What follows belongs to an exercise in optimizing a design on an open flow for small area, a short achievable clock period and few clock cycles; a production flow would make more cautious choices.
Function was checked by simulation only, so behaviour that the tests miss may differ from the original.
Power figures rest on the tool's default switching activity, not on a simulated workload.

==> flow/design.v <==
package gptlv_pkg;
   localparam int unsigned NumFields = 10;
   localparam logic [6:0] IdProduct  = 7'd1;
   localparam logic [6:0] IdVersion  = 7'd2;
   localparam logic [6:0] IdMinorRev = 7'd3;
   localparam logic [6:0] IdMajorRev = 7'd4;
   localparam logic [6:0] IdFreq     = 7'd6;
   localparam logic [6:0] IdMemory   = 7'd12;
   localparam logic [6:0] IdShader   = 7'd25;
   localparam logic [6:0] IdTiler    = 7'd26;
   localparam logic [6:0] IdL2       = 7'd27;
   localparam logic [6:0] IdEngines  = 7'd82;
   localparam logic [1:0] STATUS_OK         = 2'd0;
   localparam logic [1:0] STATUS_TRUNCATED  = 2'd1;
   localparam logic [1:0] STATUS_NO_PRODUCT = 2'd2;
endpackage
module gpu_property_tlv_parser (
   input  logic         clock,
   input  logic         reset,
   input  logic         req_tvalid,
   output logic         req_tready,
   input  logic [7:0]   req_tdata,
   input  logic         req_tlast,
   output logic         rsp_tvalid,
   input  logic         rsp_tready,
   output logic [399:0] rsp_tdata,
   output logic [1:0]   rsp_tuser
);
   logic        val_ff;       
   logic [2:0]  pos_ff;       
   logic [1:0]  len_ff;       
   logic [6:0]  idlo_ff;      
   logic        hiz_ff;       
   logic [7:0][7:0] acc_ff;   
   logic [9:0]  lsel_ff;      
   logic        seen_ff;      
   logic        fin_ff;       
   logic        trunc_ff;     
   logic        busy_ff;      
   logic        clr_ff;       
   logic        p2_ff;        
   logic        p2st_ff;      
   logic        rvalid_ff;
   logic [1:0]  status_ff;
   logic        rdy_ff;
   logic [399:0] store_ff;
   logic        accept, tl_acc, hand, pres;
   logic [2:0]  last_pos;
   logic        val_done;
   logic        val_d;
   logic        busy_d, p2_d;
   logic [9:0]  match;
   logic [9:0]  csel;         
   logic        trunc_now;
   assign accept = req_tvalid && rdy_ff;
   assign tl_acc = accept && req_tlast;
   assign hand   = rvalid_ff && rsp_tready;
   assign pres   = p2_ff && (clr_ff || !busy_ff);
   always_comb begin
      case (len_ff)
         2'd0:    last_pos = 3'd0;
         2'd1:    last_pos = 3'd1;
         2'd2:    last_pos = 3'd3;
         default: last_pos = 3'd7;
      endcase
   end
   assign val_done  = val_ff && (pos_ff == last_pos);
   assign trunc_now = val_ff ? !val_done : (pos_ff[1:0] == 2'd3);
   always_comb begin
      match = '0;
      if (hiz_ff) begin
         case (idlo_ff)
            gptlv_pkg::IdProduct:  match[0] = 1'b1;
            gptlv_pkg::IdVersion:  match[1] = 1'b1;
            gptlv_pkg::IdMinorRev: match[2] = 1'b1;
            gptlv_pkg::IdMajorRev: match[3] = 1'b1;
            gptlv_pkg::IdFreq:     match[4] = 1'b1;
            gptlv_pkg::IdMemory:   match[5] = 1'b1;
            gptlv_pkg::IdShader:   match[6] = 1'b1;
            gptlv_pkg::IdTiler:    match[7] = 1'b1;
            gptlv_pkg::IdL2:       match[8] = 1'b1;
            gptlv_pkg::IdEngines:  match[9] = 1'b1;
            default: ;
         endcase
      end
   end
   assign csel = clr_ff ? 10'd0 : lsel_ff;
   always_comb begin
      val_d = val_ff;
      if (reset) val_d = 1'b0;
      else if (accept) begin
         if (req_tlast) val_d = 1'b0;
         else if (val_ff) val_d = !val_done;
         else val_d = (pos_ff[1:0] == 2'd3);
      end
   end
   always_comb begin
      busy_d = busy_ff;
      p2_d   = p2_ff;
      if (reset) begin
         busy_d = 1'b0;
         p2_d   = 1'b0;
      end else begin
         if (tl_acc && !busy_ff) busy_d = 1'b1;
         else if (pres) busy_d = 1'b1;
         else if (clr_ff) busy_d = 1'b0;
         if (tl_acc && busy_ff) p2_d = 1'b1;
         else if (pres) p2_d = 1'b0;
      end
   end
   always_ff @(posedge clock) begin
      if (reset) begin
         val_ff <= 1'b0;
         pos_ff <= '0;
      end else if (accept) begin
         val_ff <= val_d;
         if (req_tlast) begin
            pos_ff <= '0;
         end else if (val_ff) begin
            pos_ff <= val_done ? 3'd0 : pos_ff + 3'd1;
         end else begin
            pos_ff <= (pos_ff[1:0] == 2'd3) ? 3'd0 : pos_ff + 3'd1;
         end
      end
   end
   always_ff @(posedge clock) begin
      if (accept && !val_ff) begin
         case (pos_ff[1:0])
            2'd0: begin
               len_ff       <= req_tdata[1:0];
               idlo_ff[5:0] <= req_tdata[7:2];
            end
            2'd1: begin
               idlo_ff[6] <= req_tdata[0];
               hiz_ff     <= (req_tdata[7:1] == 7'd0);
            end
            default: hiz_ff <= hiz_ff && (req_tdata == 8'd0);
         endcase
      end
   end
   for (genvar i = 0; i < 8; i++) begin : g_lane
      always_ff @(posedge clock) begin
         if (accept && val_ff && pos_ff == 3'(i)) acc_ff[i] <= req_tdata;
      end
   end
   always_ff @(posedge clock) begin
      if (reset) begin
         lsel_ff <= '1;
         fin_ff  <= 1'b0;
         seen_ff <= 1'b0;
      end else begin
         lsel_ff <= (accept && val_done) ? match : 10'd0;
         if (hand) lsel_ff <= '1;
         fin_ff  <= tl_acc && !busy_ff;
         if (fin_ff) seen_ff <= 1'b0;
         else if (csel[0]) seen_ff <= 1'b1;
      end
      trunc_ff <= trunc_now;
   end
   always_ff @(posedge clock) begin
      if (reset) begin
         rvalid_ff <= 1'b0;
         clr_ff    <= 1'b1;
         rdy_ff    <= 1'b1;
      end else begin
         if (fin_ff || pres) rvalid_ff <= 1'b1;
         else if (hand) rvalid_ff <= 1'b0;
         clr_ff <= hand;
         rdy_ff <= !p2_d && !(busy_d && val_d);
      end
      busy_ff <= busy_d;
      p2_ff   <= p2_d;
      if (tl_acc && busy_ff) p2st_ff <= trunc_now;
      if (fin_ff) begin
         if (trunc_ff) status_ff <= gptlv_pkg::STATUS_TRUNCATED;
         else if (seen_ff || csel[0]) status_ff <= gptlv_pkg::STATUS_OK;
         else status_ff <= gptlv_pkg::STATUS_NO_PRODUCT;
      end else if (pres) begin
         status_ff <= p2st_ff ? gptlv_pkg::STATUS_TRUNCATED : gptlv_pkg::STATUS_NO_PRODUCT;
      end
   end
   logic [63:0] src;
   logic [9:0]  load;
   for (genvar b = 0; b < 8; b++) begin : g_src
      logic keep;
      assign keep = !clr_ff && (len_ff == 2'd3 || (len_ff == 2'd2 && b < 4) ||
                                (len_ff == 2'd1 && b < 2) || b == 0);
      assign src[8*b +: 8] = keep ? acc_ff[b] : 8'd0;
   end
   assign load = lsel_ff;
   always_ff @(posedge clock) begin
      if (load[0]) store_ff[31:0]    <= src[31:0];
      if (load[1]) store_ff[47:32]   <= src[15:0];
      if (load[2]) store_ff[63:48]   <= src[15:0];
      if (load[3]) store_ff[79:64]   <= src[15:0];
      if (load[4]) store_ff[111:80]  <= src[31:0];
      if (load[5]) store_ff[175:112] <= src;
      if (load[6]) store_ff[239:176] <= src;
      if (load[7]) store_ff[303:240] <= src;
      if (load[8]) store_ff[367:304] <= src;
      if (load[9]) store_ff[399:368] <= src[31:0];
   end
   assign req_tready = rdy_ff;
   assign rsp_tvalid = rvalid_ff;
   assign rsp_tuser  = status_ff;
   assign rsp_tdata  = store_ff;
endmodule
export LEC_CHECK = 0
export CAP_MARGIN = 20
export CORE_MARGIN = 2
export CORE_UTILIZATION = 40
export CTS_CLUSTER_DIAMETER = 60
export CTS_CLUSTER_SIZE = 25
export SETUP_SLACK_MARGIN = 3.3
export SLEW_MARGIN = 20
create_clock -name core_clock -period 5.0 [get_ports {clock}]
run.sh (not shown) runs the stock make flow with config.mk's settings and CLKGATE_MAP_FILE= SYNTH_SCRIPT=/design/flow/synth_recipe.tcl, a recipe that flattens the netlist after the stock synthesis.
The first run completed with no timing, DRC or antenna violations.
Testbench counts at the start, summed over its fixed seeds: cycles 28,137.
Rerun with:
--- a/flow/design.v
+++ b/flow/design.v
@@ -31,9 +31,9 @@
    logic [1:0]  len_ff;       
    logic [6:0]  idlo_ff;      
    logic        hiz_ff;       
    logic [7:0][7:0] acc_ff;   
-   logic [9:0]  lsel_ff;      
+   logic        cm_ff;        
    logic        seen_ff;      
    logic        fin_ff;       
    logic        trunc_ff;     
    logic        busy_ff;      
@@ -83,9 +83,9 @@
             default: ;
          endcase
       end
    end
-   assign csel = clr_ff ? 10'd0 : lsel_ff;
+   assign csel = cm_ff ? match : 10'd0;
    always_comb begin
       val_d = val_ff;
       if (reset) val_d = 1'b0;
       else if (accept) begin
@@ -144,14 +144,13 @@
       end
    end
    always_ff @(posedge clock) begin
       if (reset) begin
-         lsel_ff <= '1;
+         cm_ff   <= 1'b0;
          fin_ff  <= 1'b0;
          seen_ff <= 1'b0;
       end else begin
-         lsel_ff <= (accept && val_done) ? match : 10'd0;
-         if (hand) lsel_ff <= '1;
+         cm_ff   <= accept && val_done;
          fin_ff  <= tl_acc && !busy_ff;
          if (fin_ff) seen_ff <= 1'b0;
          else if (csel[0]) seen_ff <= 1'b1;
       end
@@ -186,9 +185,9 @@
       assign keep = !clr_ff && (len_ff == 2'd3 || (len_ff == 2'd2 && b < 4) ||
                                 (len_ff == 2'd1 && b < 2) || b == 0);
       assign src[8*b +: 8] = keep ? acc_ff[b] : 8'd0;
    end
-   assign load = lsel_ff;
+   assign load = csel | {10{clr_ff}};
    always_ff @(posedge clock) begin
       if (load[0]) store_ff[31:0]    <= src[31:0];
       if (load[1]) store_ff[47:32]   <= src[15:0];
       if (load[2]) store_ff[63:48]   <= src[15:0];
The new run completed without violations.
First-iteration DRC count went up by 4.5%.
Final area went up by 8.6%.
Total power went up by 1.4%.
Synthesized area went down by 1.0%.
Clock-buffer cell count went down by 1.
Clock skew went down by 0.0084 ns.
Wire length went up by 15%.
Maximum frequency went up by 2.5%.
Worst hold slack is better by 0.010 ns.
Testbench counts after the change, summed over its fixed seeds: cycles 28,137.

separate check: timing with driven ports:
No port has a modelled driver above. Below, the same layouts with a new extraction and two added sets of constraints.
Step 1, drivers: a clkbuf_16 drives clock and a buf_2 each remaining input, both assumed.
Step 2 times the ports against the registers' clock, not the clock port: input delays grow and output delays shrink by t, the midpoint of the rising clock arrivals with the driver on.
a / b / c = ideal / step 1 / step 2; a / b = the first two.
run | shift t [ns] | setup WS [ns] | worst setup path at the end
the first run | 0.594 | 2.782 / 2.732 / 2.713 | input to register
the second run | 0.597 | 2.836 / 2.781 / 2.805 | input to register
After both steps setup and hold are still met in every run listed. For the first run, which loses most, drivers alone change the setup slack by -0.050 ns; drivers and shift together by -0.069 ns.
